Source: an optimization exercise on an open RTL-to-GDS flow (aim: small area). Production flows keep margins and buffers that such runs may drop. In this exercise RTL edits were held to simulation tests only and were not proved equivalent to the original. Power figures rest on the tool's default switching activity, not on a simulated workload.

v31:
==> flow/design.v (excerpt) <==
module processor #(
	parameter mipsPkg::word_t resetPc   = '0,
	parameter mipsPkg::word_t stackInit = 32'h0000_4000
) (
	input  logic           clk,
	input  logic           reset,
	output mipsPkg::word_t pc,
	input  mipsPkg::word_t instruction,
	output logic           memWrite,
	output mipsPkg::word_t memAddr,
	output mipsPkg::word_t memWriteData,
	input  mipsPkg::word_t memReadData
);
Size in the first run: roughly 1000 flip-flops, ~160 I/O pins, roughly 49000 µm² of cells after synthesis.
clock: 10.0 ns
lec_check: 0
cap_margin: 20
core_margin: 2
core_utilization: 40
cts_buf_list: sky130_fd_sc_hd__clkbuf_16
cts_cluster_diameter: 80
cts_cluster_size: 18
gpl_timing_driven: 0
setup_slack_margin: 0.2
slew_margin: 20
synth_hierarchical: 1
run.sh (not shown) runs the stock make flow with config.mk's settings and CLKGATE_MAP_FILE= SYNTH_SCRIPT=/design/flow/synth_recipe.tcl, a recipe that flattens the netlist after the stock synthesis.
Inputs modified between v31 and v13:
Settings: a change of CORE_UTILIZATION from 40 to 46; a deleted CTS_CLUSTER_DIAMETER that had been 80; a deleted CTS_CLUSTER_SIZE that had been 18; a deleted CTS_BUF_LIST that had been sky130_fd_sc_hd__clkbuf_16.
==> flow/flow/run.sh (new file) <==
#!/bin/bash
set -euo pipefail
bash standard.sh synth > synth.log 2>&1
bash standard.sh \
  "BUFFER_PORTS_ARGS=-buffer_cell sky130_fd_sc_hd__buf_1" \
  "CTS_ARGS=-sink_clustering_enable -repair_clock_nets -dont_use_dummy_load -sink_clustering_size 18 -sink_clustering_max_diameter 80 -buf_list sky130_fd_sc_hd__clkbuf_16" \
  finish > layout.log 2>&1
==> flow/standard.sh (new file) <==
#!/bin/bash
# synth_recipe.tcl (not shown) runs the flow's synth.tcl, then flattens the netlist and writes it again
# the make line also repeats each setting of config.mk as NAME=value (left out here)
make -C /OpenROAD-flow-scripts/flow DESIGN_CONFIG=/design/flow/config.mk WORK_HOME=/design/flow/orfs CLKGATE_MAP_FILE= SYNTH_SCRIPT=/design/flow/synth_recipe.tcl "${@:-finish}"
removed: flow/run.sh
## What came out
Routed length on met2 up 460 µm in v13 wrt v31
v13 vs. v31: power dissipated in the clock network saw a decrease; first-pass GRT wire length saw a decrease.
Against v31, post-route cell area in v13 came out better.
Placement-stage worst setup slack, v31 and v13, lower one = v31.
Higher switching power goes to v31 over v13.
diff inputs: v13 => v38
Settings: a change of CORE_UTILIZATION from 46 to 40.
==> flow/flow/run.sh <==
#!/bin/bash
set -euo pipefail
bash standard.sh synth > synth.log 2>&1
bash standard.sh \
  "BUFFER_PORTS_ARGS=-buffer_cell sky130_fd_sc_hd__buf_1" \
  "CTS_ARGS=-sink_clustering_enable -repair_clock_nets -dont_use_dummy_load -sink_clustering_size 22 -sink_clustering_max_diameter 90 -buf_list sky130_fd_sc_hd__clkbuf_16" \
  finish > layout.log 2>&1
## What came out
Per the comparison of v38 with v13, total design power lost about 4%, clock power lost about 13%, count of antenna diodes in the layout lost 2.
Changes in v59 relative to v38:
==> flow/flow/run.sh <==
#!/bin/bash
set -euo pipefail
bash standard.sh synth > synth.log 2>&1
bash standard.sh \
  "BUFFER_PORTS_ARGS=-buffer_cell sky130_fd_sc_hd__buf_1" \
  "CTS_ARGS=-sink_clustering_enable -repair_clock_nets -dont_use_dummy_load -sink_clustering_size 18 -sink_clustering_max_diameter 80 -buf_list sky130_fd_sc_hd__clkbuf_16" \
  finish > layout.log 2>&1
### Flow results
Compared with v38, v59 instantiates a larger number of cells. | power | higher: v59 |. In the reports for v38 and v59, the smaller first-iteration DRC count belongs to v59. [compare] base=v38 new=v59: global-route usage stayed essentially flat, storage element area stayed essentially flat. Sort v38 and v59 by clock period minus final worst setup slack asc -> top: v38. Cmp v59 vs v38: transition at the pin with the smallest max-transition slack lower in v59. Compared to v38, v59 shows a narrower setup margin. For v59, the destination of the critical timing path was memAddr[23], unlike v38, where it was memAddr[31]. Between v38 and v59, worst-case vdd ir drop decreased.

## separate check: timing with driven ports
How much do the figures lean on ideal ports? The routed layouts below were timed once more, with nothing changed but the port constraints.
Step 1, drivers: a clkbuf_16 drives clk and a buf_2 each remaining input, both assumed.
Step 2 moves the port delays by t, midway between the first and last clock arrival at a register: inputs arrive t later, outputs are due t later. That takes back most of the time a late clock gives input paths.
a / b / c = no drivers / after step 1 / after step 2; a / b = the first two.
run	shift t [ns]	slack for setup (ns)	clock arrival spread, ns	slew at the worst register clock pin (ns)
v31	0.717	0.220 / 0.189 / -0.290	0.044 / 0.044	0.09 / 0.09
v13	0.702	0.215 / 0.132 / -0.317	0.073 / 0.073	0.08 / 0.08
v38	0.730	0.200 / 0.094 / -0.315	0.051 / 0.051	0.10 / 0.10
v59	0.716	0.158 / 0.063 / -0.314	0.056 / 0.055	0.09 / 0.09
Met with ideal ports but missed after step 2: setup timing in every run listed. The setup slack of v13, which loses most, moves by -0.083 ns with the drivers and by -0.532 ns with both steps.
